Context: an optimization exercise on an open-source flow, tuned for small area. The choices shown serve that exercise and are no tape-out recipe.
Function was checked by simulation only, so behaviour that the tests miss may differ from the original. The clock port is modelled as an ideal driver; clocking choices that lean on that would not hold on a real chip.

==> build 72 <==
==> flow/design.v (excerpt) <==
module mips_pipe_top (
	input logic clk,
	input logic arst_n,
	input logic instr_req,
	input logic [31:0] instr,
	output logic instr_ack,
	output logic br_valid,
	output logic br_taken,
	output logic wb_valid,
	output logic [4:0] wb_reg,
	output logic [31:0] wb_data
);
==> module alu, before the edit <==
module alu (
	input logic [1:0] a,
	input logic [1:0] b,
	input logic cin,
	input logic sub,
	input logic [1:0] sel,
	output logic [1:0] y,
	output logic cout,
	output logic eq,
	output logic lt
);
	localparam logic [1:0] SEL_SUM = 2'd0;
	localparam logic [1:0] SEL_AND = 2'd1;
	localparam logic [1:0] SEL_OR = 2'd2;
	logic [1:0] bb, p, g, s;
	logic [2:0] c;
	always_comb begin
		bb = sub ? ~b : b;
		p = a ^ bb;
		g = a & bb;
		c[0] = cin;
		c[1] = g[0] | (p[0] & c[0]);
		c[2] = g[1] | (p[1] & c[1]);
		s = p ^ c[1:0];
		cout = c[2];
		eq = &p;
		lt = p[1] ^ c[2];
		case (sel)
			SEL_SUM: y = s;
			SEL_AND: y = a & b;
			SEL_OR: y = a | b;
			default: y = 2'b00;
		endcase
	end
endmodule
==> module reg_file, before the edit <==
module reg_file (
	input logic clk,
	input logic clr,
	input logic [4:0] ra,
	input logic we,
	input logic [4:0] wa,
	input logic [1:0] wd,
	output logic [1:0] rd
);
	logic [31:0] ring [1:31];
	logic [31:1] rsel, wsel;
	logic [1:0] wdc;
	logic [3:0] rhi, whi;
	logic [7:0] rlo, wlo;
	assign rhi = 4'b0001 << ra[4:3];
	assign rlo = 8'b00000001 << ra[2:0];
	assign whi = {4{we}} & (4'b0001 << wa[4:3]);
	assign wlo = 8'b00000001 << wa[2:0];
	assign wdc = wd & {2{~clr}};
	genvar r, j;
	generate
		for (r = 1; r < 32; r++) begin : g_reg
			assign rsel[r] = rhi[r / 8] & rlo[r % 8];
			assign wsel[r] = clr | (whi[r / 8] & wlo[r % 8]);
			for (j = 0; j < 2; j++) begin : g_lane
				always_ff @(posedge clk) begin
					ring[r][j*16+15] <= (wdc[j] & wsel[r]) | (ring[r][j*16] & ~wsel[r]);
					ring[r][j*16+14:j*16] <= ring[r][j*16+15:j*16+1];
				end
			end
		end
	endgenerate
	always_comb begin
		rd = 2'b00;
		for (int i = 1; i < 32; i++) begin
			rd = rd | ({ring[i][16], ring[i][0]} & {2{rsel[i]}});
		end
	end
endmodule
==> module mips_pipe_top, before the edit <==
module mips_pipe_top (
	input logic clk,
	input logic arst_n,
	input logic instr_req,
	input logic [31:0] instr,
	output logic instr_ack,
	output logic br_valid,
	output logic br_taken,
	output logic wb_valid,
	output logic [4:0] wb_reg,
	output logic [31:0] wb_data
);
	localparam logic [2:0] C_NONE = 3'd0;
	localparam logic [2:0] C_ADD = 3'd1;
	localparam logic [2:0] C_ADDI = 3'd2;
	localparam logic [2:0] C_SUB = 3'd3;
	localparam logic [2:0] C_AND = 3'd4;
	localparam logic [2:0] C_OR = 3'd5;
	localparam logic [2:0] C_SLT = 3'd6;
	localparam logic [2:0] C_BEQ = 3'd7;
	logic [3:0] ph;
	logic clr, t1, t2, fix, lt_q, cy_q, eq_q;
	logic [28:0] res_hi;
	logic [2:0] res_lo;
	logic [31:0] res_q;
	assign res_q = {res_hi, res_lo};
	logic [4:0] fix_dst;
	logic [2:0] cls_in, cls;
	logic [4:0] rs, rt, dst;
	logic last, take, run, is_addi, writes, sub;
	logic [1:0] sel;
	logic [4:0] ra, wa;
	logic [1:0] rdp, a2, y2, wd, in2;
	logic cin, cout, eq2, lt2;
	instr_decode u_dec (.instr(instr), .cls(cls_in));
	assign last = (ph == 4'd15);
	assign take = last && instr_req && !instr_ack;
	always_ff @(posedge clk) begin
		if (take) begin
			cls <= cls_in;
			rs <= instr[25:21];
			rt <= {instr[20:17], (cls_in == C_ADDI) ? instr[15] : instr[16]};
			dst <= (cls_in == C_ADDI) ? instr[20:16] : instr[15:11];
		end
	end
	assign is_addi = (cls == C_ADDI);
	assign writes = (cls != C_NONE) && (cls != C_BEQ);
	assign sub = (cls == C_SUB) || (cls == C_SLT) || (cls == C_BEQ);
	always_comb begin
		case (cls)
			C_AND: sel = 2'd1;
			C_OR: sel = 2'd2;
			C_SLT: sel = 2'd3;
			default: sel = 2'd0;
		endcase
	end
	assign run = t2;
	assign ra = (t1 || is_addi) ? rs : rt;
	assign wa = fix_dst;
	reg_file u_rf (
		.clk(clk), .clr(clr), .ra(ra), .we((run && writes) || fix), .wa(wa), .wd(wd), .rd(rdp)
	);
	logic [1:0] rdf;
	assign rdf = {rdp[1], rdp[0] | (fix && lt_q && (ra == fix_dst))};
	assign a2 = (is_addi && ph[3]) ? {2{rt[0]}} : res_q[1:0];
	assign cin = (ph == 4'd0) ? sub : cy_q;
	alu u_alu (
		.a(a2), .b(rdf), .cin(cin), .sub(sub), .sel(sel),
		.y(y2), .cout(cout), .eq(eq2), .lt(lt2)
	);
	assign wd = fix ? {1'b0, lt_q} : y2;
	assign in2 = t2 ? y2 : (is_addi ? res_q[1:0] : rdf);
	always_ff @(posedge clk or negedge arst_n) begin
		if (!arst_n) begin
			ph <= 4'd0;
			clr <= 1'b1;
			t1 <= 1'b0;
			t2 <= 1'b0;
			fix <= 1'b0;
			instr_ack <= 1'b0;
		end else begin
			ph <= ph + 4'd1;
			if (last) begin
				clr <= 1'b0;
			end
			if (last) begin
				t1 <= take;
				t2 <= t1;
			end
			fix <= last && t2 && (cls == C_SLT) && (dst != 5'd0);
			if (take || (last && !instr_req)) begin
				instr_ack <= take;
			end
		end
	end
	always_ff @(posedge clk) begin
		res_hi[28:13] <= {in2, res_q[31:18]};
		{res_hi[12:0], res_lo} <= take ? instr[15:0] : res_q[17:2];
		fix_dst <= dst;
		cy_q <= cout;
		lt_q <= lt2;
		eq_q <= ((ph == 4'd0) || eq_q) && eq2;
	end
	assign wb_valid = last && run && writes && (dst != 5'd0);
	assign wb_reg = dst;
	assign wb_data = {y2, res_hi, res_lo[2] | ((cls == C_SLT) && lt2)};
	assign br_valid = last && t2 && (cls == C_BEQ);
	assign br_taken = eq_q && eq2;
endmodule
==> flow/config.mk <==
export PLATFORM = sky130hd
export DESIGN_NAME = mips_pipe_top
export DESIGN_NICKNAME = mips_pipe_top
export VERILOG_FILES = /design/flow/design.v
export SDC_FILE = /design/flow/constraint.sdc
export NUM_CORES = 4
export LEC_CHECK = 0
export ABC_AREA = 1
export CAP_MARGIN = 20
export CORE_MARGIN = 2
export CORE_UTILIZATION = 70
export CTS_CLUSTER_DIAMETER = 80
export CTS_CLUSTER_SIZE = 34
export SETUP_SLACK_MARGIN = 0.3
export SLEW_MARGIN = 20
==> flow/constraint.sdc <==
create_clock -name core_clock -period 10.0 [get_ports {clk}]
set_input_delay 2.0000 -clock core_clock [delete_from_list [all_inputs] [get_ports {clk}]]
set_output_delay 2.0000 -clock core_clock [all_outputs]
set_load 0.01 [all_outputs]
standard.sh (not shown) runs the stock make flow with config.mk's settings and CLKGATE_MAP_FILE= SYNTH_SCRIPT=/design/flow/synth_recipe.tcl, a recipe that flattens the netlist after the stock synthesis.
==> flow/flow/run.sh <==
#!/bin/bash
# Own layout flow: the standard layout (standard.sh), changed in two places.
#  - synthesis maps with an area-recovering ABC script (flow/abc_area.script)
#    instead of ORFS's abc_area.script, which buffers and upsizes;
#    everything else in synth_recipe.tcl is kept, so registers and names are
#    the standard synthesis's.
#  - clock tree synthesis inserts no dummy loads.
#  - the input and output port buffers are buf_1 cells.
# The make output goes to standard_flow.log, ORFS's own logs to orfs/logs.
set -euo pipefail
W=$PWD
F=$W/flow
{
	head -n 1 "$W/synth_recipe.tcl"
	echo "proc abc {args} { set i [lsearch \$args -script]; set args [lreplace \$args [expr {\$i+1}] [expr {\$i+1}] $F/abc_area.script]; yosys abc {*}\$args }"
	tail -n +2 "$W/synth_recipe.tcl"
} > "$W/own_synth.tcl"
bash "$W/standard.sh" "SYNTH_SCRIPT=$W/own_synth.tcl" \
	"CTS_ARGS=-sink_clustering_enable -repair_clock_nets -sink_clustering_size 34 -sink_clustering_max_diameter 80 -dont_use_dummy_load" \
	"BUFFER_PORTS_ARGS=-buffer_cell sky130_fd_sc_hd__buf_1" \
	finish > "$W/standard_flow.log" 2>&1
==> flow/flow/abc_area.script <==
strash
dch -f
map -a
strash
dch -f
map -a
strash
dch -f
map -a
topo
==> inputs of trial 94, as changes to build 72 <==
--- a/flow/design.v
+++ b/flow/design.v
@@ -21,8 +21,9 @@
 		p = a ^ bb;
 		g = a & bb;
 		c[0] = cin;
-		c[1] = g[0] | (p[0] & c[0]);
-		c[2] = g[1] | (p[1] & c[1]);
+		for (int i = 0; i < 2; i++) begin
+			c[i+1] = g[i] | (p[i] & c[i]);
+		end
 		s = p ^ c[1:0];
 		cout = c[2];
 		eq = &p;
@@ -48,34 +49,23 @@
 	output logic [1:0] rd
 );
 	logic [31:0] ring [1:31];
-	logic [31:1] rsel, wsel;
-	logic [1:0] wdc;
-	logic [3:0] rhi, whi;
-	logic [7:0] rlo, wlo;
-	assign rhi = 4'b0001 << ra[4:3];
-	assign rlo = 8'b00000001 << ra[2:0];
-	assign whi = {4{we}} & (4'b0001 << wa[4:3]);
-	assign wlo = 8'b00000001 << wa[2:0];
-	assign wdc = wd & {2{~clr}};
+	logic [1:0] head [0:31];
+	assign head[0] = 2'b00;
 	genvar r, j;
 	generate
 		for (r = 1; r < 32; r++) begin : g_reg
-			assign rsel[r] = rhi[r / 8] & rlo[r % 8];
-			assign wsel[r] = clr | (whi[r / 8] & wlo[r % 8]);
+			logic wr;
+			assign wr = clr | (we && (wa == r));
 			for (j = 0; j < 2; j++) begin : g_lane
+				assign head[r][j] = ring[r][j*16];
 				always_ff @(posedge clk) begin
-					ring[r][j*16+15] <= (wdc[j] & wsel[r]) | (ring[r][j*16] & ~wsel[r]);
+					ring[r][j*16+15] <= wr ? (wd[j] & ~clr) : ring[r][j*16];
 					ring[r][j*16+14:j*16] <= ring[r][j*16+15:j*16+1];
 				end
 			end
 		end
 	endgenerate
-	always_comb begin
-		rd = 2'b00;
-		for (int i = 1; i < 32; i++) begin
-			rd = rd | ({ring[i][16], ring[i][0]} & {2{rsel[i]}});
-		end
-	end
+	assign rd = head[ra];
 endmodule
 `default_nettype wire
 `timescale 1ns/1ns
==> flow/flow/abc_area.script (replaced) <==
strash
dch
map -a
strash
dch
map -a
topo
CORE_UTILIZATION = 80   (was 70)
==> inputs of build 55, as changes to build 72 <==
--- a/flow/design.v
+++ b/flow/design.v
@@ -21,8 +21,9 @@
 		p = a ^ bb;
 		g = a & bb;
 		c[0] = cin;
-		c[1] = g[0] | (p[0] & c[0]);
-		c[2] = g[1] | (p[1] & c[1]);
+		for (int i = 0; i < 2; i++) begin
+			c[i+1] = g[i] | (p[i] & c[i]);
+		end
 		s = p ^ c[1:0];
 		cout = c[2];
 		eq = &p;
@@ -48,34 +49,23 @@
 	output logic [1:0] rd
 );
 	logic [31:0] ring [1:31];
-	logic [31:1] rsel, wsel;
-	logic [1:0] wdc;
-	logic [3:0] rhi, whi;
-	logic [7:0] rlo, wlo;
-	assign rhi = 4'b0001 << ra[4:3];
-	assign rlo = 8'b00000001 << ra[2:0];
-	assign whi = {4{we}} & (4'b0001 << wa[4:3]);
-	assign wlo = 8'b00000001 << wa[2:0];
-	assign wdc = wd & {2{~clr}};
+	logic [1:0] head [0:31];
+	assign head[0] = 2'b00;
 	genvar r, j;
 	generate
 		for (r = 1; r < 32; r++) begin : g_reg
-			assign rsel[r] = rhi[r / 8] & rlo[r % 8];
-			assign wsel[r] = clr | (whi[r / 8] & wlo[r % 8]);
+			logic wr;
+			assign wr = clr | (we && (wa == r));
 			for (j = 0; j < 2; j++) begin : g_lane
+				assign head[r][j] = ring[r][j*16];
 				always_ff @(posedge clk) begin
-					ring[r][j*16+15] <= (wdc[j] & wsel[r]) | (ring[r][j*16] & ~wsel[r]);
+					ring[r][j*16+15] <= wr ? (wd[j] & ~clr) : ring[r][j*16];
 					ring[r][j*16+14:j*16] <= ring[r][j*16+15:j*16+1];
 				end
 			end
 		end
 	endgenerate
-	always_comb begin
-		rd = 2'b00;
-		for (int i = 1; i < 32; i++) begin
-			rd = rd | ({ring[i][16], ring[i][0]} & {2{rsel[i]}});
-		end
-	end
+	assign rd = head[ra];
 endmodule
 `default_nettype wire
 `timescale 1ns/1ns
@@ -135,7 +125,7 @@
 	localparam logic [2:0] C_SLT = 3'd6;
 	localparam logic [2:0] C_BEQ = 3'd7;
 	logic [3:0] ph;
-	logic clr, t1, t2, fix, lt_q, cy_q, eq_q;
+	logic clr, t1, t2, fix, lt_q, cy_q, eq_q, sgn;
 	logic [28:0] res_hi;
 	logic [2:0] res_lo;
 	logic [31:0] res_q;
@@ -155,8 +145,9 @@
 		if (take) begin
 			cls <= cls_in;
 			rs <= instr[25:21];
-			rt <= {instr[20:17], (cls_in == C_ADDI) ? instr[15] : instr[16]};
-			dst <= (cls_in == C_ADDI) ? instr[20:16] : instr[15:11];
+			rt <= instr[20:16];
+			dst <= (instr[31:26] == 6'h08) ? instr[20:16] : instr[15:11];
+			sgn <= instr[15];
 		end
 	end
 	assign is_addi = (cls == C_ADDI);
@@ -172,13 +163,13 @@
 	end
 	assign run = t2;
 	assign ra = (t1 || is_addi) ? rs : rt;
-	assign wa = fix_dst;
+	assign wa = fix ? fix_dst : dst;
 	reg_file u_rf (
 		.clk(clk), .clr(clr), .ra(ra), .we((run && writes) || fix), .wa(wa), .wd(wd), .rd(rdp)
 	);
 	logic [1:0] rdf;
 	assign rdf = {rdp[1], rdp[0] | (fix && lt_q && (ra == fix_dst))};
-	assign a2 = (is_addi && ph[3]) ? {2{rt[0]}} : res_q[1:0];
+	assign a2 = (is_addi && ph[3]) ? {2{sgn}} : res_q[1:0];
 	assign cin = (ph == 4'd0) ? sub : cy_q;
 	alu u_alu (
 		.a(a2), .b(rdf), .cin(cin), .sub(sub), .sel(sel),
--- a/flow/flow/run.sh
+++ b/flow/flow/run.sh
@@ -16,6 +16,6 @@
 	tail -n +2 "$W/synth_recipe.tcl"
 } > "$W/own_synth.tcl"
 bash "$W/standard.sh" "SYNTH_SCRIPT=$W/own_synth.tcl" \
-	"CTS_ARGS=-sink_clustering_enable -repair_clock_nets -sink_clustering_size 34 -sink_clustering_max_diameter 80 -dont_use_dummy_load" \
+	"CTS_ARGS=-sink_clustering_enable -repair_clock_nets -sink_clustering_size 30 -sink_clustering_max_diameter 100 -dont_use_dummy_load" \
 	"BUFFER_PORTS_ARGS=-buffer_cell sky130_fd_sc_hd__buf_1" \
 	finish > "$W/standard_flow.log" 2>&1
==> flow/flow/abc_area.script (replaced) <==
strash
dch
map -a
strash
dch
map -a
topo
CORE_UTILIZATION = 60   (was 70)
CTS_CLUSTER_DIAMETER = 100   (was 80)
CTS_CLUSTER_SIZE = 30   (was 34)
==> qor summary <==
item                                                                        build 55                        trial 94                  build 72
Detailed route wirelength on metal2                                        17,230 µm                               -                 21,160 µm
Non-clock buffer count                                                            80                               -                        78
Number of design rule violations left after detail routing                         0                               -                         0
Initial antenna violation count                                                    0                               -                         1
Maximum clock frequency                                                    123.7 MHz                               -                 129.7 MHz
Global Route met3 Usage                                                      0.03084                               -                   0.03556
Commonest non-fill, non-tap cell in the layout              sky130_fd_sc_hd__dfxtp_1                               -  sky130_fd_sc_hd__dfxtp_1
Area post-placement                                                       24,860 µm²                      24,560 µm²                24,570 µm²
Net count after synthesis                                                      1,606                           1,578                     1,567
Vias per cell                                                                  4.600                               -                     5.100
Wire length on met3                                                          1251 µm                               -                   1885 µm
Run status                                          no timing/DRC/antenna violations       aborted with a tool error  no timing/DRC/antenna violations
Last stage reached                                                                 -  clock tree synthesis (4_1_cts)                         -
Avg Inst Size Synth                                                        15.26 µm²                       15.45 µm²                 15.54 µm²
Final worst hold slack                                                     0.2844 ns                               -                 0.2253 ns
Cells on worst reg2reg path                                                       24                               -                        18
Largest register FFs                                                             992                               -                       992
WHS Path Cells                                                                     0                               -                         0

-- port drivers added, routing unchanged --
No port has a modelled driver above. Below, the same layouts with a new extraction and two added sets of constraints.
Step 1 sets driving cells, clkbuf_16 on the clock port and buf_2 on the other inputs (assumed; they add their load-dependent delay and slew).
Step 2 adds t to the input delays and takes it off the output delays; t is the mean of the earliest and latest rising clock arrival at the registers after step 1. Input paths then give back, and output paths get back, about the clock's delay inside the block.
a / b / c = ideal ports / drivers / drivers and shift; a / b = the first two.
run	t, ns	setup slack, ns	worst hold slack (ns)	latest minus earliest clock arrival (ns)
build 72	0.577	2.292 / 2.236 / 2.813	0.225 / 0.225 / 0.225	0.106 / 0.105
build 55	0.612	1.915 / 1.858 / 2.470	0.284 / 0.284 / 0.284	0.070 / 0.070
After both steps every run listed still meets setup and hold.
